This is an optimization exercise on Yosys and OpenROAD, whose aim is small area and a short achievable clock period, not a production implementation. Function was not checked in any run shown here: the RTL went through the layout flow alone.

==> flow/design.v, too long to show whole: its modules and the start of the top module <==
// module musb_mult_accum: 1431 lines
// module musb_fa: 10 lines
// module musb_ha: 9 lines
module musb_mult_accum #(
  parameter int WIDTH = 32
) (
  input  logic                 clk,
  input  logic                 rst,
  input  logic [WIDTH-1:0]     input_a,
  input  logic [WIDTH-1:0]     input_b,
  input  logic [2*WIDTH-1:0]   accum_in,
  input  logic                 signed_operation,
  input  logic [1:0]           op,
  input  logic                 enable_op,
  input  logic                 stall,
  input  logic                 flush,
  output logic [2*WIDTH-1:0]   mult_result,
  output logic                 active,
  output logic                 ready
);
  // ...
==> flow/run.sh <==
#!/bin/bash
# synth_recipe.tcl (not shown) runs the flow's synth.tcl, then flattens the netlist and writes it again
# the make line also repeats each setting of config.mk as NAME=value (left out here)
make -C /OpenROAD-flow-scripts/flow DESIGN_CONFIG=/design/flow/config.mk WORK_HOME=/design/flow/orfs CLKGATE_MAP_FILE= SYNTH_SCRIPT=/design/flow/synth_recipe.tcl finish
==> flow/config.mk <==
export PLATFORM = sky130hd
export DESIGN_NAME = musb_mult_accum
export DESIGN_NICKNAME = musb_mult_accum
export VERILOG_FILES = /design/flow/design.v
export SDC_FILE = /design/flow/constraint.sdc
export NUM_CORES = 4
export LEC_CHECK = 0
export CAP_MARGIN = 20
export CORE_MARGIN = 2
export CORE_UTILIZATION = 40
export SLEW_MARGIN = 20
export SYNTH_HIERARCHICAL = 1
export SYNTH_MINIMUM_KEEP_SIZE = 0
==> flow/constraint.sdc <==
create_clock -name core_clock -period 8.0 [get_ports {clk}]
set_input_delay 1.6000 -clock core_clock [delete_from_list [all_inputs] [get_ports {clk}]]
set_output_delay 1.6000 -clock core_clock [all_outputs]
set_load 0.01 [all_outputs]
==> results.json, run 1 <==
{
  "overflow": 0,
  "slew_headroom_pct": 25.0,
  "regArea_sq_um": 13600,
  "diodes": 1,
  "drt_drc_violations_left": 0,
  "clockBufferDepth": 3,
  "port_buffers": 201,
  "layoutNonFillerInstCount": 4800,
  "clock_area_share_pct": 3.70,
  "status": "timing/DRC/antenna clean",
  "core_area_sq_um": 103000,
  "layout.non_clock_buffers": 291,
  "drt_iter0_drc": 3290,
  "clock_sinks": 463,
  "grt_pass1_wl_microns": 196000,
  "critPathRequiredTime_ps": 8330,
  "ys_top_cells_by_count": "xnor2_1, fa_1, a22oi_1, edfxtp_1, clkbuf_1",
  "critPathMostFrequentCell": "fa_1",
  "n_all_inverters": 39,
  "yosys.area_share.simple_pct": 4.38,
  "synth_edf_count": 395,
  "period_needed_ps": 4440,
  "rsz0062_at_grt": "no",
  "cp_top_family": "adder cells",
  "timing.hold.ws_ps": 430,
  "cts_tree": "yes",
  "htree_levels": 2,
  "seq_cell_count": 463,
  "wl_met3_microns": 16900,
  "row_count": 118,
  "ff2ff_path_depth": 7,
  "via_count": 28600,
  "firstDrtPassIters": 7,
  "met2_usage_pct": 35.5,
  "slowest_delay_ps": 1100
}
==> run 2: changes to the inputs <==
--- a/flow/design.v
+++ b/flow/design.v
@@ -766,27 +766,16 @@
   logic bs433, bc433, bs434, bc434, bs435, bc435, bs436, bc436, bs437, bc437, bs438, bc438;
   logic bs439, bc439, bs440, bc440, bs441, bc441, bs442, bc442, bs443, bc443, bs444, bc444;
   logic bs445, bc445, bs446, bc446, bs447, bc447, bs448, bc448, bs449, bc449, bs450, bc450;
   logic bs451, bc451, bs452, bc452, bs453, bc453, bs454, bc454, bs455, bc455, bs456, bc456;
   logic bs457, bc457, bs458, bc458, bs459, bc459, bs460, bc460, bs461, bc461, bs462, bc462;
   logic bs463, bc463, bs464, bc464, bs465, bc465, bs466, bc466, bs467, bc467, bs468, bc468;
   logic bs469, bc469, bs470, bc470, bs471, bc471, bs472, bc472, bs473, bc473, bs474, bc474;
   logic bs475, bc475, bs476, bc476, bs477, bc477, bs478, bc478, bs479, bc479, bs480, bc480;
-  logic bs481, bc481, bs482, bc482, bs483, bc483, bs484, bc484, bs485, bc485, bs486, bc486;
-  logic bs487, bc487, bs488, bc488, bs489, bc489, bs490, bc490, bs491, bc491, bs492, bc492;
-  logic bs493, bc493, bs494, bc494, bs495, bc495, bs496, bc496, bs497, bc497, bs498, bc498;
-  logic bs499, bc499, bs500, bc500, bs501, bc501, bs502, bc502, bs503, bc503, bs504, bc504;
-  logic bs505, bc505, bs506, bc506, bs507, bc507, bs508, bc508, bs509, bc509, bs510, bc510;
-  logic bs511, bc511, bs512, bc512, bs513, bc513, bs514, bc514, bs515, bc515, bs516, bc516;
-  logic bs517, bc517, bs518, bc518, bs519, bc519, bs520, bc520, bs521, bc521, bs522, bc522;
-  logic bs523, bc523, bs524, bc524, bs525, bc525, bs526, bc526, bs527, bc527, bs528, bc528;
-  logic bs529, bc529, bs530, bc530, bs531, bc531, bs532, bc532, bs533, bc533, bs534, bc534;
-  logic bs535, bc535, bs536, bc536, bs537, bc537, bs538, bc538, bs539, bc539, bs540, bc540;
-  logic bs541, bc541, bs542, bc542;
   musb_fa u_bs1 (.a(r1_neg[11]), .b(r1_acc[22]), .ci(pp0_22), .s(bs1), .co(bc1));
   musb_fa u_bs2 (.a(r1_acc[23]), .b(pp0_23), .ci(pp1_21), .s(bs2), .co(bc2));
   musb_fa u_bs3 (.a(r1_neg[12]), .b(r1_acc[24]), .ci(pp0_24), .s(bs3), .co(bc3));
   musb_fa u_bs4 (.a(pp1_22), .b(pp2_20), .ci(pp3_18), .s(bs4), .co(bc4));
   musb_fa u_bs5 (.a(r1_acc[25]), .b(pp0_25), .ci(pp1_23), .s(bs5), .co(bc5));
   musb_fa u_bs6 (.a(pp2_21), .b(pp3_19), .ci(pp4_17), .s(bs6), .co(bc6));
   musb_fa u_bs7 (.a(r1_neg[13]), .b(r1_acc[26]), .ci(pp0_26), .s(bs7), .co(bc7));
   musb_fa u_bs8 (.a(pp1_24), .b(pp2_22), .ci(pp3_20), .s(bs8), .co(bc8));
@@ -1257,157 +1246,167 @@
   musb_fa u_bs473 (.a(pp15_29), .b(pp16_27), .ci(pp16_26_t), .s(bs473), .co(bc473));
   musb_ha u_bs474 (.a(bc363), .b(bs364), .s(bs474), .co(bc474));
   musb_fa u_bs475 (.a(r1_acc[60]), .b(pp14_32), .ci(pp15_30), .s(bs475), .co(bc475));
   musb_ha u_bs476 (.a(pp16_28), .b(bc364), .s(bs476), .co(bc476));
   musb_fa u_bs477 (.a(r1_acc[61]), .b(pp14_33), .ci(pp15_31), .s(bs477), .co(bc477));
   musb_ha u_bs478 (.a(pp16_29), .b(pp16_28_t), .s(bs478), .co(bc478));
   musb_fa u_bs479 (.a(r1_acc[62]), .b(pp15_32), .ci(pp16_30), .s(bs479), .co(bc479));
   musb_fa u_bs480 (.a(r1_acc[63]), .b(pp15_33), .ci(pp16_31), .s(bs480), .co(bc480));
-  musb_fa u_bs481 (.a(r1_neg[1]), .b(r1_acc[2]), .ci(pp0_2), .s(bs481), .co(bc481));
-  musb_fa u_bs482 (.a(r1_acc[3]), .b(pp0_3), .ci(pp1_1), .s(bs482), .co(bc482));
-  musb_fa u_bs483 (.a(pp1_2), .b(pp2_0), .ci(bs365), .s(bs483), .co(bc483));
-  musb_fa u_bs484 (.a(pp2_1), .b(bc365), .ci(bs366), .s(bs484), .co(bc484));
-  musb_fa u_bs485 (.a(bc366), .b(bs367), .ci(bs368), .s(bs485), .co(bc485));
-  musb_fa u_bs486 (.a(bs370), .b(bc367), .ci(bc368), .s(bs486), .co(bc486));
-  musb_fa u_bs487 (.a(bc370), .b(bc369), .ci(bs371), .s(bs487), .co(bc487));
-  musb_fa u_bs488 (.a(bc371), .b(bs373), .ci(bc372), .s(bs488), .co(bc488));
-  musb_fa u_bs489 (.a(bc373), .b(bc374), .ci(bs376), .s(bs489), .co(bc489));
-  musb_fa u_bs490 (.a(bc376), .b(bs378), .ci(bc375), .s(bs490), .co(bc490));
-  musb_fa u_bs491 (.a(bc378), .b(bs380), .ci(bc377), .s(bs491), .co(bc491));
-  musb_fa u_bs492 (.a(bc380), .b(bc379), .ci(bs381), .s(bs492), .co(bc492));
-  musb_fa u_bs493 (.a(bc381), .b(bc382), .ci(bs383), .s(bs493), .co(bc493));
-  musb_fa u_bs494 (.a(bc383), .b(bs385), .ci(bc384), .s(bs494), .co(bc494));
-  musb_fa u_bs495 (.a(bc385), .b(bs387), .ci(bc386), .s(bs495), .co(bc495));
-  musb_fa u_bs496 (.a(bc387), .b(bs389), .ci(bc388), .s(bs496), .co(bc496));
-  musb_fa u_bs497 (.a(bc389), .b(bs391), .ci(bc390), .s(bs497), .co(bc497));
-  musb_fa u_bs498 (.a(bc391), .b(bs393), .ci(bc392), .s(bs498), .co(bc498));
-  musb_fa u_bs499 (.a(bc393), .b(bs395), .ci(bc394), .s(bs499), .co(bc499));
-  musb_fa u_bs500 (.a(bc395), .b(bs397), .ci(bc396), .s(bs500), .co(bc500));
-  musb_fa u_bs501 (.a(bc397), .b(bc398), .ci(bs399), .s(bs501), .co(bc501));
-  musb_fa u_bs502 (.a(bc399), .b(bs401), .ci(bc400), .s(bs502), .co(bc502));
-  musb_fa u_bs503 (.a(bc401), .b(bs403), .ci(bc402), .s(bs503), .co(bc503));
-  musb_fa u_bs504 (.a(bc403), .b(bs405), .ci(bc404), .s(bs504), .co(bc504));
-  musb_fa u_bs505 (.a(bc405), .b(bs407), .ci(bc406), .s(bs505), .co(bc505));
-  musb_fa u_bs506 (.a(bc407), .b(bs409), .ci(bc408), .s(bs506), .co(bc506));
-  musb_fa u_bs507 (.a(bc409), .b(bs411), .ci(bc410), .s(bs507), .co(bc507));
-  musb_fa u_bs508 (.a(bc411), .b(bs413), .ci(bc412), .s(bs508), .co(bc508));
-  musb_fa u_bs509 (.a(bc413), .b(bs415), .ci(bc414), .s(bs509), .co(bc509));
-  musb_fa u_bs510 (.a(bc415), .b(bs417), .ci(bc416), .s(bs510), .co(bc510));
-  musb_fa u_bs511 (.a(bc417), .b(bc418), .ci(bs419), .s(bs511), .co(bc511));
-  musb_fa u_bs512 (.a(bc419), .b(bc420), .ci(bs421), .s(bs512), .co(bc512));
-  musb_fa u_bs513 (.a(bc421), .b(bc422), .ci(bs423), .s(bs513), .co(bc513));
-  musb_fa u_bs514 (.a(bc423), .b(bc424), .ci(bs425), .s(bs514), .co(bc514));
-  musb_fa u_bs515 (.a(bc425), .b(bc426), .ci(bs427), .s(bs515), .co(bc515));
-  musb_fa u_bs516 (.a(bc427), .b(bc428), .ci(bs429), .s(bs516), .co(bc516));
-  musb_fa u_bs517 (.a(bc429), .b(bc430), .ci(bs431), .s(bs517), .co(bc517));
-  musb_fa u_bs518 (.a(bc431), .b(bs433), .ci(bc432), .s(bs518), .co(bc518));
-  musb_fa u_bs519 (.a(bc433), .b(bs435), .ci(bc434), .s(bs519), .co(bc519));
-  musb_fa u_bs520 (.a(bc435), .b(bs437), .ci(bc436), .s(bs520), .co(bc520));
-  musb_fa u_bs521 (.a(bc437), .b(bs439), .ci(bc438), .s(bs521), .co(bc521));
-  musb_fa u_bs522 (.a(bc439), .b(bs441), .ci(bc440), .s(bs522), .co(bc522));
-  musb_fa u_bs523 (.a(bc441), .b(bs443), .ci(bc442), .s(bs523), .co(bc523));
-  musb_fa u_bs524 (.a(bs445), .b(bc443), .ci(bc444), .s(bs524), .co(bc524));
-  musb_fa u_bs525 (.a(bc445), .b(bs447), .ci(bc446), .s(bs525), .co(bc525));
-  musb_fa u_bs526 (.a(bc447), .b(bs449), .ci(bs450), .s(bs526), .co(bc526));
-  musb_fa u_bs527 (.a(bc449), .b(bs451), .ci(bc450), .s(bs527), .co(bc527));
-  musb_fa u_bs528 (.a(bc451), .b(bs453), .ci(bc452), .s(bs528), .co(bc528));
-  musb_fa u_bs529 (.a(bc453), .b(bs455), .ci(bc454), .s(bs529), .co(bc529));
-  musb_fa u_bs530 (.a(bc455), .b(bs457), .ci(bc456), .s(bs530), .co(bc530));
-  musb_fa u_bs531 (.a(bc457), .b(bs459), .ci(bc458), .s(bs531), .co(bc531));
-  musb_fa u_bs532 (.a(bs461), .b(bc459), .ci(bc460), .s(bs532), .co(bc532));
-  musb_fa u_bs533 (.a(bc461), .b(bs463), .ci(bs464), .s(bs533), .co(bc533));
-  musb_fa u_bs534 (.a(bc463), .b(bs465), .ci(bc464), .s(bs534), .co(bc534));
-  musb_fa u_bs535 (.a(bs468), .b(bc465), .ci(bs467), .s(bs535), .co(bc535));
-  musb_fa u_bs536 (.a(bc468), .b(bs470), .ci(bc467), .s(bs536), .co(bc536));
-  musb_fa u_bs537 (.a(bc470), .b(bs472), .ci(bc469), .s(bs537), .co(bc537));
-  musb_fa u_bs538 (.a(bs473), .b(bc472), .ci(bs474), .s(bs538), .co(bc538));
-  musb_fa u_bs539 (.a(bc473), .b(bs475), .ci(bs476), .s(bs539), .co(bc539));
-  musb_fa u_bs540 (.a(bs478), .b(bc475), .ci(bs477), .s(bs540), .co(bc540));
-  musb_fa u_bs541 (.a(bc478), .b(bc477), .ci(bs479), .s(bs541), .co(bc541));
-  musb_fa u_bs542 (.a(pp16_30_t), .b(bc479), .ci(bs480), .s(bs542), .co(bc542));
-  logic [183:0] r2;
+  logic [246:0] r2;
   always_ff @(posedge clk) begin
-    if (w_adv) r2 <= {bs542, bc541, bs541, bc540, bc476, bs540, bc539, bc474, bs539, bc538, bc471, bs538, bc537, bs471, bs537, bc536, bs469, bs536, bc535, bc466, bs535, bc534, bs466, bs534, bc533, bc462, bs533, bc532, bs462, bs532, bc531, bs460, bs531, bc530, bs458, bs530, bc529, bs456, bs529, bc528, bs454, bs528, bc527, bs452, bs527, bc526, bc448, bs526, bc525, bs448, bs525, bc524, bs446, bs524, bc523, bs444, bs523, bc522, bs442, bs522, bc521, bs440, bs521, bc520, bs438, bs520, bc519, bs436, bs519, bc518, bs434, bs518, bc517, bs432, bs517, bc516, bs430, bs516, bc515, bs428, bs515, bc514, bs426, bs514, bc513, bs424, bs513, bc512, bs422, bs512, bc511, bs420, bs511, bc510, bs418, bs510, bc509, bs416, bs509, bc508, bs414, bs508, bc507, bs412, bs507, bc506, bs410, bs506, bc505, bs408, bs505, bc504, bs406, bs504, bc503, bs404, bs503, bc502, bs402, bs502, bc501, bs400, bs501, bc500, bs398, bs500, bc499, bs396, bs499, bc498, bs394, bs498, bc497, bs392, bs497, bc496, bs390, bs496, bc495, bs388, bs495, bc494, bs386, bs494, bc493, bs384, bs493, bc492, bs382, bs492, bc491, bs379, bs491, bc490, bs377, bs490, bc489, bs375, bs489, bc488, bs374, bs488, bc487, bs372, bs487, bc486, bs369, bs486, bc485, bs485, bc484, bs484, bc483, bs483, bc482, bs482, bc481, pp1_0, bs481, pp0_1, r1_acc[1], pp0_0, r1_acc[0], r1_neg[0]};
+    if (w_adv) r2 <= {pp16_30_t, bs480, bc479, bs479, bc478, bc477, bs478, bs477, bc476, bc475, bs476, bs475, bc474, bc473, bs474, bs473, bc472, bc471, bs472, bs471, bc470, bc469, bs470, bs469, bc468, bc467, bs468, bs467, bc466, bc465, bs466, bs465, bc464, bc463, bs464, bs463, bc462, bc461, bs462, bs461, bc460, bc459, bs460, bs459, bc458, bc457, bs458, bs457, bc456, bc455, bs456, bs455, bc454, bc453, bs454, bs453, bc452, bc451, bs452, bs451, bc450, bc449, bs450, bs449, bc448, bc447, bs448, bs447, bc446, bc445, bs446, bs445, bc444, bc443, bs444, bs443, bc442, bc441, bs442, bs441, bc440, bc439, bs440, bs439, bc438, bc437, bs438, bs437, bc436, bc435, bs436, bs435, bc434, bc433, bs434, bs433, bc432, bc431, bs432, bs431, bc430, bc429, bs430, bs429, bc428, bc427, bs428, bs427, bc426, bc425, bs426, bs425, bc424, bc423, bs424, bs423, bc422, bc421, bs422, bs421, bc420, bc419, bs420, bs419, bc418, bc417, bs418, bs417, bc416, bc415, bs416, bs415, bc414, bc413, bs414, bs413, bc412, bc411, bs412, bs411, bc410, bc409, bs410, bs409, bc408, bc407, bs408, bs407, bc406, bc405, bs406, bs405, bc404, bc403, bs404, bs403, bc402, bc401, bs402, bs401, bc400, bc399, bs400, bs399, bc398, bc397, bs398, bs397, bc396, bc395, bs396, bs395, bc394, bc393, bs394, bs393, bc392, bc391, bs392, bs391, bc390, bc389, bs390, bs389, bc388, bc387, bs388, bs387, bc386, bc385, bs386, bs385, bc384, bc383, bs384, bs383, bc382, bc381, bs382, bs381, bc380, bc379, bs380, bs379, bc378, bc377, bs378, bs377, bc376, bc375, bs376, bs375, bc374, bc373, bs374, bs373, bc372, bc371, bs372, bs371, bc370, bc369, bs370, bs369, bc368, bc367, bs368, bs367, bc366, pp2_1, bs366, bc365, pp2_0, pp1_2, bs365, pp1_1, pp0_3, r1_acc[3], pp1_0, pp0_2, r1_acc[2], r1_neg[1], pp0_1, r1_acc[1], pp0_0, r1_acc[0], r1_neg[0]};
   end
-  logic cs543, cc543, cs544, cc544, cs545, cc545, cs546, cc546, cs547, cc547, cs548, cc548;
-  logic cs549, cc549, cs550, cc550, cs551, cc551, cs552, cc552, cs553, cc553, cs554, cc554;
-  logic cs555, cc555, cs556, cc556, cs557, cc557, cs558, cc558, cs559, cc559, cs560, cc560;
-  logic cs561, cc561, cs562, cc562, cs563, cc563, cs564, cc564, cs565, cc565, cs566, cc566;
-  logic cs567, cc567, cs568, cc568, cs569, cc569, cs570, cc570, cs571, cc571, cs572, cc572;
-  logic cs573, cc573, cs574, cc574, cs575, cc575, cs576, cc576, cs577, cc577, cs578, cc578;
-  logic cs579, cc579, cs580, cc580, cs581, cc581, cs582, cc582, cs583, cc583, cs584, cc584;
-  logic cs585, cc585, cs586, cc586, cs587, cc587, cs588, cc588, cs589, cc589, cs590, cc590;
-  logic cs591, cc591, cs592, cc592, cs593, cc593, cs594, cc594, cs595, cc595, cs596, cc596;
-  logic cs597, cc597, cs598, cc598, cs599, cc599, cs600, cc600, cs601, cc601, cs602, cc602;
-  logic cs603, cc603, cs604, cc604, cs605, cc605, cs606, cc606;
+  logic cs481, cc481, cs482, cc482, cs483, cc483, cs484, cc484, cs485, cc485, cs486, cc486;
+  logic cs487, cc487, cs488, cc488, cs489, cc489, cs490, cc490, cs491, cc491, cs492, cc492;
+  logic cs493, cc493, cs494, cc494, cs495, cc495, cs496, cc496, cs497, cc497, cs498, cc498;
+  logic cs499, cc499, cs500, cc500, cs501, cc501, cs502, cc502, cs503, cc503, cs504, cc504;
+  logic cs505, cc505, cs506, cc506, cs507, cc507, cs508, cc508, cs509, cc509, cs510, cc510;
+  logic cs511, cc511, cs512, cc512, cs513, cc513, cs514, cc514, cs515, cc515, cs516, cc516;
+  logic cs517, cc517, cs518, cc518, cs519, cc519, cs520, cc520, cs521, cc521, cs522, cc522;
+  logic cs523, cc523, cs524, cc524, cs525, cc525, cs526, cc526, cs527, cc527, cs528, cc528;
+  logic cs529, cc529, cs530, cc530, cs531, cc531, cs532, cc532, cs533, cc533, cs534, cc534;
+  logic cs535, cc535, cs536, cc536, cs537, cc537, cs538, cc538, cs539, cc539, cs540, cc540;
+  logic cs541, cc541, cs542, cc542, cs543, cc543, cs544, cc544, cs545, cc545, cs546, cc546;
+  logic cs547, cc547, cs548, cc548, cs549, cc549, cs550, cc550, cs551, cc551, cs552, cc552;
+  logic cs553, cc553, cs554, cc554, cs555, cc555, cs556, cc556, cs557, cc557, cs558, cc558;
+  logic cs559, cc559, cs560, cc560, cs561, cc561, cs562, cc562, cs563, cc563, cs564, cc564;
+  logic cs565, cc565, cs566, cc566, cs567, cc567, cs568, cc568, cs569, cc569, cs570, cc570;
+  logic cs571, cc571, cs572, cc572, cs573, cc573, cs574, cc574, cs575, cc575, cs576, cc576;
+  logic cs577, cc577, cs578, cc578, cs579, cc579, cs580, cc580, cs581, cc581, cs582, cc582;
+  logic cs583, cc583, cs584, cc584, cs585, cc585, cs586, cc586, cs587, cc587, cs588, cc588;
+  logic cs589, cc589, cs590, cc590, cs591, cc591, cs592, cc592, cs593, cc593, cs594, cc594;
+  logic cs595, cc595, cs596, cc596, cs597, cc597, cs598, cc598, cs599, cc599, cs600, cc600;
+  logic cs601, cc601, cs602, cc602, cs603, cc603, cs604, cc604, cs605, cc605, cs606, cc606;
+  musb_fa u_cs481 (.a(r2[5]), .b(r2[6]), .ci(r2[7]), .s(cs481), .co(cc481));
+  musb_fa u_cs482 (.a(r2[9]), .b(r2[10]), .ci(r2[11]), .s(cs482), .co(cc482));
+  musb_fa u_cs483 (.a(r2[12]), .b(r2[13]), .ci(r2[14]), .s(cs483), .co(cc483));
+  musb_fa u_cs484 (.a(r2[15]), .b(r2[16]), .ci(r2[17]), .s(cs484), .co(cc484));
+  musb_fa u_cs485 (.a(r2[18]), .b(r2[19]), .ci(r2[20]), .s(cs485), .co(cc485));
+  musb_fa u_cs486 (.a(r2[21]), .b(r2[22]), .ci(r2[23]), .s(cs486), .co(cc486));
+  musb_fa u_cs487 (.a(r2[25]), .b(r2[26]), .ci(r2[27]), .s(cs487), .co(cc487));
+  musb_fa u_cs488 (.a(r2[29]), .b(r2[30]), .ci(r2[31]), .s(cs488), .co(cc488));
+  musb_fa u_cs489 (.a(r2[33]), .b(r2[34]), .ci(r2[35]), .s(cs489), .co(cc489));
+  musb_fa u_cs490 (.a(r2[37]), .b(r2[38]), .ci(r2[39]), .s(cs490), .co(cc490));
+  musb_fa u_cs491 (.a(r2[41]), .b(r2[42]), .ci(r2[43]), .s(cs491), .co(cc491));
+  musb_fa u_cs492 (.a(r2[45]), .b(r2[46]), .ci(r2[47]), .s(cs492), .co(cc492));
+  musb_fa u_cs493 (.a(r2[49]), .b(r2[50]), .ci(r2[51]), .s(cs493), .co(cc493));
+  musb_fa u_cs494 (.a(r2[53]), .b(r2[54]), .ci(r2[55]), .s(cs494), .co(cc494));
+  musb_fa u_cs495 (.a(r2[57]), .b(r2[58]), .ci(r2[59]), .s(cs495), .co(cc495));
+  musb_fa u_cs496 (.a(r2[61]), .b(r2[62]), .ci(r2[63]), .s(cs496), .co(cc496));
+  musb_fa u_cs497 (.a(r2[65]), .b(r2[66]), .ci(r2[67]), .s(cs497), .co(cc497));
+  musb_fa u_cs498 (.a(r2[69]), .b(r2[70]), .ci(r2[71]), .s(cs498), .co(cc498));
+  musb_fa u_cs499 (.a(r2[73]), .b(r2[74]), .ci(r2[75]), .s(cs499), .co(cc499));
+  musb_fa u_cs500 (.a(r2[77]), .b(r2[78]), .ci(r2[79]), .s(cs500), .co(cc500));
+  musb_fa u_cs501 (.a(r2[81]), .b(r2[82]), .ci(r2[83]), .s(cs501), .co(cc501));
+  musb_fa u_cs502 (.a(r2[85]), .b(r2[86]), .ci(r2[87]), .s(cs502), .co(cc502));
+  musb_fa u_cs503 (.a(r2[89]), .b(r2[90]), .ci(r2[91]), .s(cs503), .co(cc503));
+  musb_fa u_cs504 (.a(r2[93]), .b(r2[94]), .ci(r2[95]), .s(cs504), .co(cc504));
+  musb_fa u_cs505 (.a(r2[97]), .b(r2[98]), .ci(r2[99]), .s(cs505), .co(cc505));
+  musb_fa u_cs506 (.a(r2[101]), .b(r2[102]), .ci(r2[103]), .s(cs506), .co(cc506));
+  musb_fa u_cs507 (.a(r2[105]), .b(r2[106]), .ci(r2[107]), .s(cs507), .co(cc507));
+  musb_fa u_cs508 (.a(r2[109]), .b(r2[110]), .ci(r2[111]), .s(cs508), .co(cc508));
+  musb_fa u_cs509 (.a(r2[113]), .b(r2[114]), .ci(r2[115]), .s(cs509), .co(cc509));
+  musb_fa u_cs510 (.a(r2[117]), .b(r2[118]), .ci(r2[119]), .s(cs510), .co(cc510));
+  musb_fa u_cs511 (.a(r2[121]), .b(r2[122]), .ci(r2[123]), .s(cs511), .co(cc511));
+  musb_fa u_cs512 (.a(r2[125]), .b(r2[126]), .ci(r2[127]), .s(cs512), .co(cc512));
+  musb_fa u_cs513 (.a(r2[129]), .b(r2[130]), .ci(r2[131]), .s(cs513), .co(cc513));
+  musb_fa u_cs514 (.a(r2[133]), .b(r2[134]), .ci(r2[135]), .s(cs514), .co(cc514));
+  musb_fa u_cs515 (.a(r2[137]), .b(r2[138]), .ci(r2[139]), .s(cs515), .co(cc515));
+  musb_fa u_cs516 (.a(r2[141]), .b(r2[142]), .ci(r2[143]), .s(cs516), .co(cc516));
+  musb_fa u_cs517 (.a(r2[145]), .b(r2[146]), .ci(r2[147]), .s(cs517), .co(cc517));
+  musb_fa u_cs518 (.a(r2[149]), .b(r2[150]), .ci(r2[151]), .s(cs518), .co(cc518));
+  musb_fa u_cs519 (.a(r2[153]), .b(r2[154]), .ci(r2[155]), .s(cs519), .co(cc519));
+  musb_fa u_cs520 (.a(r2[157]), .b(r2[158]), .ci(r2[159]), .s(cs520), .co(cc520));
+  musb_fa u_cs521 (.a(r2[161]), .b(r2[162]), .ci(r2[163]), .s(cs521), .co(cc521));
+  musb_fa u_cs522 (.a(r2[165]), .b(r2[166]), .ci(r2[167]), .s(cs522), .co(cc522));
+  musb_fa u_cs523 (.a(r2[169]), .b(r2[170]), .ci(r2[171]), .s(cs523), .co(cc523));
+  musb_fa u_cs524 (.a(r2[173]), .b(r2[174]), .ci(r2[175]), .s(cs524), .co(cc524));
+  musb_fa u_cs525 (.a(r2[177]), .b(r2[178]), .ci(r2[179]), .s(cs525), .co(cc525));
+  musb_fa u_cs526 (.a(r2[181]), .b(r2[182]), .ci(r2[183]), .s(cs526), .co(cc526));
+  musb_fa u_cs527 (.a(r2[185]), .b(r2[186]), .ci(r2[187]), .s(cs527), .co(cc527));
+  musb_fa u_cs528 (.a(r2[189]), .b(r2[190]), .ci(r2[191]), .s(cs528), .co(cc528));
+  musb_fa u_cs529 (.a(r2[193]), .b(r2[194]), .ci(r2[195]), .s(cs529), .co(cc529));
+  musb_fa u_cs530 (.a(r2[197]), .b(r2[198]), .ci(r2[199]), .s(cs530), .co(cc530));
+  musb_fa u_cs531 (.a(r2[201]), .b(r2[202]), .ci(r2[203]), .s(cs531), .co(cc531));
+  musb_fa u_cs532 (.a(r2[205]), .b(r2[206]), .ci(r2[207]), .s(cs532), .co(cc532));
+  musb_fa u_cs533 (.a(r2[209]), .b(r2[210]), .ci(r2[211]), .s(cs533), .co(cc533));
+  musb_fa u_cs534 (.a(r2[213]), .b(r2[214]), .ci(r2[215]), .s(cs534), .co(cc534));
+  musb_fa u_cs535 (.a(r2[217]), .b(r2[218]), .ci(r2[219]), .s(cs535), .co(cc535));
+  musb_fa u_cs536 (.a(r2[221]), .b(r2[222]), .ci(r2[223]), .s(cs536), .co(cc536));
+  musb_fa u_cs537 (.a(r2[225]), .b(r2[226]), .ci(r2[227]), .s(cs537), .co(cc537));
+  musb_fa u_cs538 (.a(r2[229]), .b(r2[230]), .ci(r2[231]), .s(cs538), .co(cc538));
+  musb_fa u_cs539 (.a(r2[233]), .b(r2[234]), .ci(r2[235]), .s(cs539), .co(cc539));
+  musb_fa u_cs540 (.a(r2[237]), .b(r2[238]), .ci(r2[239]), .s(cs540), .co(cc540));
+  musb_fa u_cs541 (.a(r2[241]), .b(r2[242]), .ci(r2[243]), .s(cs541), .co(cc541));
+  musb_fa u_cs542 (.a(r2[244]), .b(r2[245]), .ci(r2[246]), .s(cs542), .co(cc542));
   musb_fa u_cs543 (.a(r2[0]), .b(r2[1]), .ci(r2[2]), .s(cs543), .co(cc543));
   musb_ha u_cs544 (.a(r2[3]), .b(r2[4]), .s(cs544), .co(cc544));
-  musb_ha u_cs545 (.a(r2[5]), .b(r2[6]), .s(cs545), .co(cc545));
-  musb_ha u_cs546 (.a(r2[7]), .b(r2[8]), .s(cs546), .co(cc546));
-  musb_ha u_cs547 (.a(r2[9]), .b(r2[10]), .s(cs547), .co(cc547));
-  musb_ha u_cs548 (.a(r2[11]), .b(r2[12]), .s(cs548), .co(cc548));
-  musb_ha u_cs549 (.a(r2[13]), .b(r2[14]), .s(cs549), .co(cc549));
-  musb_fa u_cs550 (.a(r2[15]), .b(r2[16]), .ci(r2[17]), .s(cs550), .co(cc550));
-  musb_fa u_cs551 (.a(r2[18]), .b(r2[19]), .ci(r2[20]), .s(cs551), .co(cc551));
-  musb_fa u_cs552 (.a(r2[21]), .b(r2[22]), .ci(r2[23]), .s(cs552), .co(cc552));
-  musb_fa u_cs553 (.a(r2[24]), .b(r2[25]), .ci(r2[26]), .s(cs553), .co(cc553));
-  musb_fa u_cs554 (.a(r2[27]), .b(r2[28]), .ci(r2[29]), .s(cs554), .co(cc554));
-  musb_fa u_cs555 (.a(r2[30]), .b(r2[31]), .ci(r2[32]), .s(cs555), .co(cc555));
-  musb_fa u_cs556 (.a(r2[33]), .b(r2[34]), .ci(r2[35]), .s(cs556), .co(cc556));
-  musb_fa u_cs557 (.a(r2[36]), .b(r2[37]), .ci(r2[38]), .s(cs557), .co(cc557));
-  musb_fa u_cs558 (.a(r2[39]), .b(r2[40]), .ci(r2[41]), .s(cs558), .co(cc558));
-  musb_fa u_cs559 (.a(r2[42]), .b(r2[43]), .ci(r2[44]), .s(cs559), .co(cc559));
-  musb_fa u_cs560 (.a(r2[45]), .b(r2[46]), .ci(r2[47]), .s(cs560), .co(cc560));
-  musb_fa u_cs561 (.a(r2[48]), .b(r2[49]), .ci(r2[50]), .s(cs561), .co(cc561));
-  musb_fa u_cs562 (.a(r2[51]), .b(r2[52]), .ci(r2[53]), .s(cs562), .co(cc562));
-  musb_fa u_cs563 (.a(r2[54]), .b(r2[55]), .ci(r2[56]), .s(cs563), .co(cc563));
-  musb_fa u_cs564 (.a(r2[57]), .b(r2[58]), .ci(r2[59]), .s(cs564), .co(cc564));
-  musb_fa u_cs565 (.a(r2[60]), .b(r2[61]), .ci(r2[62]), .s(cs565), .co(cc565));
-  musb_fa u_cs566 (.a(r2[63]), .b(r2[64]), .ci(r2[65]), .s(cs566), .co(cc566));
-  musb_fa u_cs567 (.a(r2[66]), .b(r2[67]), .ci(r2[68]), .s(cs567), .co(cc567));
-  musb_fa u_cs568 (.a(r2[69]), .b(r2[70]), .ci(r2[71]), .s(cs568), .co(cc568));
-  musb_fa u_cs569 (.a(r2[72]), .b(r2[73]), .ci(r2[74]), .s(cs569), .co(cc569));
-  musb_fa u_cs570 (.a(r2[75]), .b(r2[76]), .ci(r2[77]), .s(cs570), .co(cc570));
-  musb_fa u_cs571 (.a(r2[78]), .b(r2[79]), .ci(r2[80]), .s(cs571), .co(cc571));
-  musb_fa u_cs572 (.a(r2[81]), .b(r2[82]), .ci(r2[83]), .s(cs572), .co(cc572));
-  musb_fa u_cs573 (.a(r2[84]), .b(r2[85]), .ci(r2[86]), .s(cs573), .co(cc573));
-  musb_fa u_cs574 (.a(r2[87]), .b(r2[88]), .ci(r2[89]), .s(cs574), .co(cc574));
-  musb_fa u_cs575 (.a(r2[90]), .b(r2[91]), .ci(r2[92]), .s(cs575), .co(cc575));
-  musb_fa u_cs576 (.a(r2[93]), .b(r2[94]), .ci(r2[95]), .s(cs576), .co(cc576));
-  musb_fa u_cs577 (.a(r2[96]), .b(r2[97]), .ci(r2[98]), .s(cs577), .co(cc577));
-  musb_fa u_cs578 (.a(r2[99]), .b(r2[100]), .ci(r2[101]), .s(cs578), .co(cc578));
-  musb_fa u_cs579 (.a(r2[102]), .b(r2[103]), .ci(r2[104]), .s(cs579), .co(cc579));
-  musb_fa u_cs580 (.a(r2[105]), .b(r2[106]), .ci(r2[107]), .s(cs580), .co(cc580));
-  musb_fa u_cs581 (.a(r2[108]), .b(r2[109]), .ci(r2[110]), .s(cs581), .co(cc581));
-  musb_fa u_cs582 (.a(r2[111]), .b(r2[112]), .ci(r2[113]), .s(cs582), .co(cc582));
-  musb_fa u_cs583 (.a(r2[114]), .b(r2[115]), .ci(r2[116]), .s(cs583), .co(cc583));
-  musb_fa u_cs584 (.a(r2[117]), .b(r2[118]), .ci(r2[119]), .s(cs584), .co(cc584));
-  musb_fa u_cs585 (.a(r2[120]), .b(r2[121]), .ci(r2[122]), .s(cs585), .co(cc585));
-  musb_fa u_cs586 (.a(r2[123]), .b(r2[124]), .ci(r2[125]), .s(cs586), .co(cc586));
-  musb_fa u_cs587 (.a(r2[126]), .b(r2[127]), .ci(r2[128]), .s(cs587), .co(cc587));
-  musb_fa u_cs588 (.a(r2[129]), .b(r2[130]), .ci(r2[131]), .s(cs588), .co(cc588));
-  musb_fa u_cs589 (.a(r2[132]), .b(r2[133]), .ci(r2[134]), .s(cs589), .co(cc589));
-  musb_fa u_cs590 (.a(r2[135]), .b(r2[136]), .ci(r2[137]), .s(cs590), .co(cc590));
-  musb_fa u_cs591 (.a(r2[138]), .b(r2[139]), .ci(r2[140]), .s(cs591), .co(cc591));
-  musb_fa u_cs592 (.a(r2[141]), .b(r2[142]), .ci(r2[143]), .s(cs592), .co(cc592));
-  musb_fa u_cs593 (.a(r2[144]), .b(r2[145]), .ci(r2[146]), .s(cs593), .co(cc593));
-  musb_fa u_cs594 (.a(r2[147]), .b(r2[148]), .ci(r2[149]), .s(cs594), .co(cc594));
-  musb_fa u_cs595 (.a(r2[150]), .b(r2[151]), .ci(r2[152]), .s(cs595), .co(cc595));
-  musb_fa u_cs596 (.a(r2[153]), .b(r2[154]), .ci(r2[155]), .s(cs596), .co(cc596));
-  musb_fa u_cs597 (.a(r2[156]), .b(r2[157]), .ci(r2[158]), .s(cs597), .co(cc597));
-  musb_fa u_cs598 (.a(r2[159]), .b(r2[160]), .ci(r2[161]), .s(cs598), .co(cc598));
-  musb_fa u_cs599 (.a(r2[162]), .b(r2[163]), .ci(r2[164]), .s(cs599), .co(cc599));
-  musb_fa u_cs600 (.a(r2[165]), .b(r2[166]), .ci(r2[167]), .s(cs600), .co(cc600));
-  musb_fa u_cs601 (.a(r2[168]), .b(r2[169]), .ci(r2[170]), .s(cs601), .co(cc601));
-  musb_fa u_cs602 (.a(r2[171]), .b(r2[172]), .ci(r2[173]), .s(cs602), .co(cc602));
-  musb_fa u_cs603 (.a(r2[174]), .b(r2[175]), .ci(r2[176]), .s(cs603), .co(cc603));
-  musb_fa u_cs604 (.a(r2[177]), .b(r2[178]), .ci(r2[179]), .s(cs604), .co(cc604));
-  musb_ha u_cs605 (.a(r2[180]), .b(r2[181]), .s(cs605), .co(cc605));
-  musb_ha u_cs606 (.a(r2[182]), .b(r2[183]), .s(cs606), .co(cc606));
+  musb_ha u_cs545 (.a(r2[8]), .b(cs481), .s(cs545), .co(cc545));
+  musb_ha u_cs546 (.a(cc481), .b(cs482), .s(cs546), .co(cc546));
+  musb_ha u_cs547 (.a(cc482), .b(cs483), .s(cs547), .co(cc547));
+  musb_ha u_cs548 (.a(cc483), .b(cs484), .s(cs548), .co(cc548));
+  musb_ha u_cs549 (.a(cc484), .b(cs485), .s(cs549), .co(cc549));
+  musb_fa u_cs550 (.a(r2[24]), .b(cc485), .ci(cs486), .s(cs550), .co(cc550));
+  musb_fa u_cs551 (.a(r2[28]), .b(cc486), .ci(cs487), .s(cs551), .co(cc551));
+  musb_fa u_cs552 (.a(r2[32]), .b(cc487), .ci(cs488), .s(cs552), .co(cc552));
+  musb_fa u_cs553 (.a(r2[36]), .b(cc488), .ci(cs489), .s(cs553), .co(cc553));
+  musb_fa u_cs554 (.a(r2[40]), .b(cc489), .ci(cs490), .s(cs554), .co(cc554));
+  musb_fa u_cs555 (.a(r2[44]), .b(cc490), .ci(cs491), .s(cs555), .co(cc555));
+  musb_fa u_cs556 (.a(r2[48]), .b(cc491), .ci(cs492), .s(cs556), .co(cc556));
+  musb_fa u_cs557 (.a(r2[52]), .b(cc492), .ci(cs493), .s(cs557), .co(cc557));
+  musb_fa u_cs558 (.a(r2[56]), .b(cc493), .ci(cs494), .s(cs558), .co(cc558));
+  musb_fa u_cs559 (.a(r2[60]), .b(cc494), .ci(cs495), .s(cs559), .co(cc559));
+  musb_fa u_cs560 (.a(r2[64]), .b(cc495), .ci(cs496), .s(cs560), .co(cc560));
+  musb_fa u_cs561 (.a(r2[68]), .b(cc496), .ci(cs497), .s(cs561), .co(cc561));
+  musb_fa u_cs562 (.a(r2[72]), .b(cc497), .ci(cs498), .s(cs562), .co(cc562));
+  musb_fa u_cs563 (.a(r2[76]), .b(cc498), .ci(cs499), .s(cs563), .co(cc563));
+  musb_fa u_cs564 (.a(r2[80]), .b(cc499), .ci(cs500), .s(cs564), .co(cc564));
+  musb_fa u_cs565 (.a(r2[84]), .b(cc500), .ci(cs501), .s(cs565), .co(cc565));
+  musb_fa u_cs566 (.a(r2[88]), .b(cc501), .ci(cs502), .s(cs566), .co(cc566));
+  musb_fa u_cs567 (.a(r2[92]), .b(cc502), .ci(cs503), .s(cs567), .co(cc567));
+  musb_fa u_cs568 (.a(r2[96]), .b(cc503), .ci(cs504), .s(cs568), .co(cc568));
+  musb_fa u_cs569 (.a(r2[100]), .b(cc504), .ci(cs505), .s(cs569), .co(cc569));
+  musb_fa u_cs570 (.a(r2[104]), .b(cc505), .ci(cs506), .s(cs570), .co(cc570));
+  musb_fa u_cs571 (.a(r2[108]), .b(cc506), .ci(cs507), .s(cs571), .co(cc571));
+  musb_fa u_cs572 (.a(r2[112]), .b(cc507), .ci(cs508), .s(cs572), .co(cc572));
+  musb_fa u_cs573 (.a(r2[116]), .b(cc508), .ci(cs509), .s(cs573), .co(cc573));
+  musb_fa u_cs574 (.a(r2[120]), .b(cc509), .ci(cs510), .s(cs574), .co(cc574));
+  musb_fa u_cs575 (.a(r2[124]), .b(cc510), .ci(cs511), .s(cs575), .co(cc575));
+  musb_fa u_cs576 (.a(r2[128]), .b(cc511), .ci(cs512), .s(cs576), .co(cc576));
+  musb_fa u_cs577 (.a(r2[132]), .b(cc512), .ci(cs513), .s(cs577), .co(cc577));
+  musb_fa u_cs578 (.a(r2[136]), .b(cc513), .ci(cs514), .s(cs578), .co(cc578));
+  musb_fa u_cs579 (.a(r2[140]), .b(cc514), .ci(cs515), .s(cs579), .co(cc579));
+  musb_fa u_cs580 (.a(r2[144]), .b(cc515), .ci(cs516), .s(cs580), .co(cc580));
+  musb_fa u_cs581 (.a(r2[148]), .b(cc516), .ci(cs517), .s(cs581), .co(cc581));
+  musb_fa u_cs582 (.a(r2[152]), .b(cc517), .ci(cs518), .s(cs582), .co(cc582));
+  musb_fa u_cs583 (.a(r2[156]), .b(cc518), .ci(cs519), .s(cs583), .co(cc583));
+  musb_fa u_cs584 (.a(r2[160]), .b(cc519), .ci(cs520), .s(cs584), .co(cc584));
+  musb_fa u_cs585 (.a(r2[164]), .b(cc520), .ci(cs521), .s(cs585), .co(cc585));
+  musb_fa u_cs586 (.a(r2[168]), .b(cc521), .ci(cs522), .s(cs586), .co(cc586));
+  musb_fa u_cs587 (.a(r2[172]), .b(cc522), .ci(cs523), .s(cs587), .co(cc587));
+  musb_fa u_cs588 (.a(r2[176]), .b(cc523), .ci(cs524), .s(cs588), .co(cc588));
+  musb_fa u_cs589 (.a(r2[180]), .b(cc524), .ci(cs525), .s(cs589), .co(cc589));
+  musb_fa u_cs590 (.a(r2[184]), .b(cc525), .ci(cs526), .s(cs590), .co(cc590));
+  musb_fa u_cs591 (.a(r2[188]), .b(cc526), .ci(cs527), .s(cs591), .co(cc591));
+  musb_fa u_cs592 (.a(r2[192]), .b(cc527), .ci(cs528), .s(cs592), .co(cc592));
+  musb_fa u_cs593 (.a(r2[196]), .b(cc528), .ci(cs529), .s(cs593), .co(cc593));
+  musb_fa u_cs594 (.a(r2[200]), .b(cc529), .ci(cs530), .s(cs594), .co(cc594));
+  musb_fa u_cs595 (.a(r2[204]), .b(cc530), .ci(cs531), .s(cs595), .co(cc595));
+  musb_fa u_cs596 (.a(r2[208]), .b(cc531), .ci(cs532), .s(cs596), .co(cc596));
+  musb_fa u_cs597 (.a(r2[212]), .b(cc532), .ci(cs533), .s(cs597), .co(cc597));
+  musb_fa u_cs598 (.a(r2[216]), .b(cc533), .ci(cs534), .s(cs598), .co(cc598));
+  musb_fa u_cs599 (.a(r2[220]), .b(cc534), .ci(cs535), .s(cs599), .co(cc599));
+  musb_fa u_cs600 (.a(r2[224]), .b(cc535), .ci(cs536), .s(cs600), .co(cc600));
+  musb_fa u_cs601 (.a(r2[228]), .b(cc536), .ci(cs537), .s(cs601), .co(cc601));
+  musb_fa u_cs602 (.a(r2[232]), .b(cc537), .ci(cs538), .s(cs602), .co(cc602));
+  musb_fa u_cs603 (.a(r2[236]), .b(cc538), .ci(cs539), .s(cs603), .co(cc603));
+  musb_fa u_cs604 (.a(r2[240]), .b(cc539), .ci(cs540), .s(cs604), .co(cc604));
+  musb_ha u_cs605 (.a(cc540), .b(cs541), .s(cs605), .co(cc605));
+  musb_ha u_cs606 (.a(cc541), .b(cs542), .s(cs606), .co(cc606));
   logic [63:0] w_x, w_y, w_sum;
   assign w_x = {cc605, cc604, cc603, cc602, cc601, cc600, cc599, cc598, cc597, cc596, cc595, cc594, cc593, cc592, cc591, cc590, cc589, cc588, cc587, cc586, cc585, cc584, cc583, cc582, cc581, cc580, cc579, cc578, cc577, cc576, cc575, cc574, cc573, cc572, cc571, cc570, cc569, cc568, cc567, cc566, cc565, cc564, cc563, cc562, cc561, cc560, cc559, cc558, cc557, cc556, cc555, cc554, cc553, cc552, cc551, cc550, cc549, cc548, cc547, cc546, cc545, cc544, cc543, cs543};
   assign w_y = {cs606, cs605, cs604, cs603, cs602, cs601, cs600, cs599, cs598, cs597, cs596, cs595, cs594, cs593, cs592, cs591, cs590, cs589, cs588, cs587, cs586, cs585, cs584, cs583, cs582, cs581, cs580, cs579, cs578, cs577, cs576, cs575, cs574, cs573, cs572, cs571, cs570, cs569, cs568, cs567, cs566, cs565, cs564, cs563, cs562, cs561, cs560, cs559, cs558, cs557, cs556, cs555, cs554, cs553, cs552, cs551, cs550, cs549, cs548, cs547, cs546, cs545, cs544, 1'b0};
   assign w_sum = w_x + w_y;
   logic [63:0] r3;
   always_ff @(posedge clk) begin
     if (w_adv) r3 <= w_sum;
   end
==> flow/config.mk (replaced) <==
export PLATFORM = sky130hd
export DESIGN_NAME = musb_mult_accum
export DESIGN_NICKNAME = musb_mult_accum
export VERILOG_FILES = /design/flow/design.v
export SDC_FILE = /design/flow/constraint.sdc
export NUM_CORES = 4
export LEC_CHECK = 0
export CAP_MARGIN = 20
export CORE_MARGIN = 2
export CORE_UTILIZATION = 40
export SETUP_SLACK_MARGIN = 4.7
export SLEW_MARGIN = 20
export SYNTH_HIERARCHICAL = 1
export SYNTH_MINIMUM_KEEP_SIZE = 0
==> results.json, run 2 <==
{
  "critPathRequiredTime_ps": 8410,
  "port_buffers": 201,
  "die_h_microns": 333,
  "worstHoldStart": "r1_acc[2]",
  "grt_max_degree": 175,
  "ff2ff_path_depth": 15,
  "yosysMostFrequentCell": "xnor2_1",
  "first_global_vias": 31200,
  "clockBufferDepth": 3,
  "die_width_microns": 333,
  "overflow": 0,
  "rsz0062_at_grt": "yes",
  "drt_wl_total_microns": 147000,
  "ys_seq_elements": 526,
  "async_flop_share_pct": 12.9,
  "cp-start-kind": "flop",
  "path_class": "flop to flop",
  "period_needed_ps": 3870,
  "firstDrtPassIters": 6,
  "r2r-end": "r3[59]",
  "end_kind": "flop",
  "syn_to_final_growth_pct": 23.8,
  "netlist_area_sq_um": 43300,
  "drive_gt1_share_pct": 23.5,
  "worstSkewPairLatency_ps": 670,
  "vias_per_cell": 6.03,
  "fin_nets": 4375,
  "clock-skew-final_ps": 34.1,
  "gp_congestion": 0.888,
  "synth_edf_count": 458,
  "drt_iter0_drc": 3657,
  "fillers": 9165,
  "slew_violations": 0,
  "setup_viol": 0,
  "postSynthAreaPerCell_sq_um": 12.7,
  "ys_warn_count": 7,
  "top_register": "r2",
  "status": "timing/DRC/antenna clean",
  "ys.flop_type": "edfxtp_1",
  "period_share_pct": 48.4,
  "final_common_cell": "xnor2_1",
  "max_freq_mhz": 258,
  "ios": 202,
  "ys_seq_area_share_pct": 35.7,
  "hpwl_microns": 87700,
  "layout_common_cells": "xnor2_1, edfxtp_1, fa_1",
  "clk_pin_slew_ps": 70,
  "dieArea_sq_um": 111000,
  "arrival_ps": 4290,
  "cts_root_buf": "clkbuf_16",
  "yosysTopAreaCell": "edfxtp_1",
  "worstMarginPinSlew_ps": 1200,
  "cp_max_fo": 5,
  "grt_pass1_wl_microns": 211000,
  "hp-class": "flop to flop",
  "cts_tree": "yes",
  "drt_drc_violations_left": 0,
  "via_count": 30300,
  "htree_levels": 2,
  "reg2reg_from": "r2[41]",
  "clock_sinks": 526,
  "slew_headroom_pct": 19.9,
  "start_util_pct": 40.4,
  "synth_top_area_share_pct": 31.8,
  "drv_cap": 0,
  "numCtsBuffers": 58,
  "ff2ff_setup_slack_ps": 4130,
  "row_count": 120,
  "synth_fp_nets": 4223,
  "netlist_instances": 3417,
  "largest_reg_flops": 247,
  "synth_cell_type_count": 74,
  "setup_tns_ps": 0,
  "ys_top_cells_by_count": "xnor2_1, fa_1, a22oi_1, edfxtp_1, clkbuf_1",
  "core_area_sq_um": 107000,
  "timing.final.hold_violations": 0,
  "antenna_found_initial": 7,
  "whs_path_depth": 0,
  "ant_nets": 0,
  "min_to": "r2[6]",
  "wire_per_inst_microns": 29.2,
  "ys_top_cells_by_area": "edfxtp_1, fa_1, xnor2_1",
  "grt_util_all_layers_pct": 25.7
}
[run 2: worst max-delay path, cell delays in order, from the launching register on]
cell and delay, ps:
edfxtp_1 410, fa_1 560, fa_1 460, ha_4 340
and2_4 160, o2111ai_2 120, o21ai_2 140, buf_6 130
buf_4 120, nand4_1 200, a211oi_4 270, buf_6 160
o31ai_4 80, a211oi_2 280, nor2b_1 80, xnor2_1 130
[run 2: worst max path at each step]
stage	startpoint	endpoint	slack, ps	cells after the start
2_1_floorplan	stall	mult_result[31]	4250	5
5_1_grt	r2[41]	r3[59]	4000	15
4_1_cts	r2[7]	r3[61]	4130	13
3_5_place_dp	stall	r2[60]	3590	4
3_3_place_gp	stall	r2[62]	3620	4
6_report	r2[41]	r3[59]	4130	15
[run 2: cells by family (layout without fill, tap and decap cells)]
logic type      count (synthesis)  in the layout  synth area share [%]
flops                         526            526                  35.7
other cells                     0              2                     0
simple gates                  317            318                  3.95
xor+xnor                      668            668                  13.5
mux                            69             69                  1.78
compound gates                765            765                  12.7
buf+inv                       402            600                  3.53
fa+ha+maj                     670            670                  28.8
[run 2: repair_timing]
item                                    CTS  global route
cloned                                   18             5
pin swaps                               150           220
hold buffers                              0             0
buffers inserted                         80            61
hold endpoints to repair                  0             0
endpoints found under the setup margin  445           109
resized for setup                       475           269
[run 2: area by class of cell]
class	instances	area, sq um	area share, %
well taps	1403	1760	3.28
repair buffers	459	5520	10.3
clock inverters	33	463	0.864
flip-flops and latches	526	15500	28.9
clock buffers	74	1560	2.92
inverters	34	131	0.245
diodes	2	5.00	0.00934
multi-input cells	2490	28700	53.5
[run 2: layer usage]
| layer | GRT usage [%] | share of wire (%) |
|---|---|---|
| met5 | 0 | 0.039 |
| met4 | 11.6 | 5.0 |
| met3 | 9.36 | 13 |
| met2 | 36.5 | 42 |
| met1 | 35.1 | 40 |
[run 2: modules after synthesis, one instance, submodules excluded]
| module | times used | flops+latches | cell area, sq um | cells inside |
|---|---|---|---|---|
| musb_mult_accum | 1 | 526 | 31600 | 2811 |
| musb_fa | 543 | 0 | 20.0 | 1 |
| musb_ha | 63 | 0 | 12.5 | 1 |
[run 2: per-stage QoR]
stage	area [sq um]	util, %	std cells	hold WS (ps)	setup slack (ps)
final	53600	50.0	5021	421	4130
after global routing	53600	50.0	5021	447	4000
after CTS	51600	48.2	4953	429	4130
after detailed placement	46400	43.3	4748	407	3590
after global placement	46400	43.3	4748	403	3620
after floorplan	43500	-	3417	400	4250

## static timing again, ports no longer ideal
Ports are ideal in the flow. The routed layouts listed here were re-timed in OpenROAD.
Step 1 assumes that a clkbuf_16 drives the clock port and a buf_2 every other input.
Step 2 times the ports against the registers' clock, not the clock port: input delays grow and output delays shrink by t, the midpoint of the rising clock arrivals with the driver on.
Three values: ideal ports, drivers, drivers and shift; two values: the first two.
run	shift t [ns]	slack for setup (ns)	worst data-port slew with drivers (ns)
run 1	0.705	3.561 / 3.561 / 3.561	0.07
run 2	0.722	4.129 / 4.129 / 4.129	0.12
After both steps every run listed still meets setup and hold.
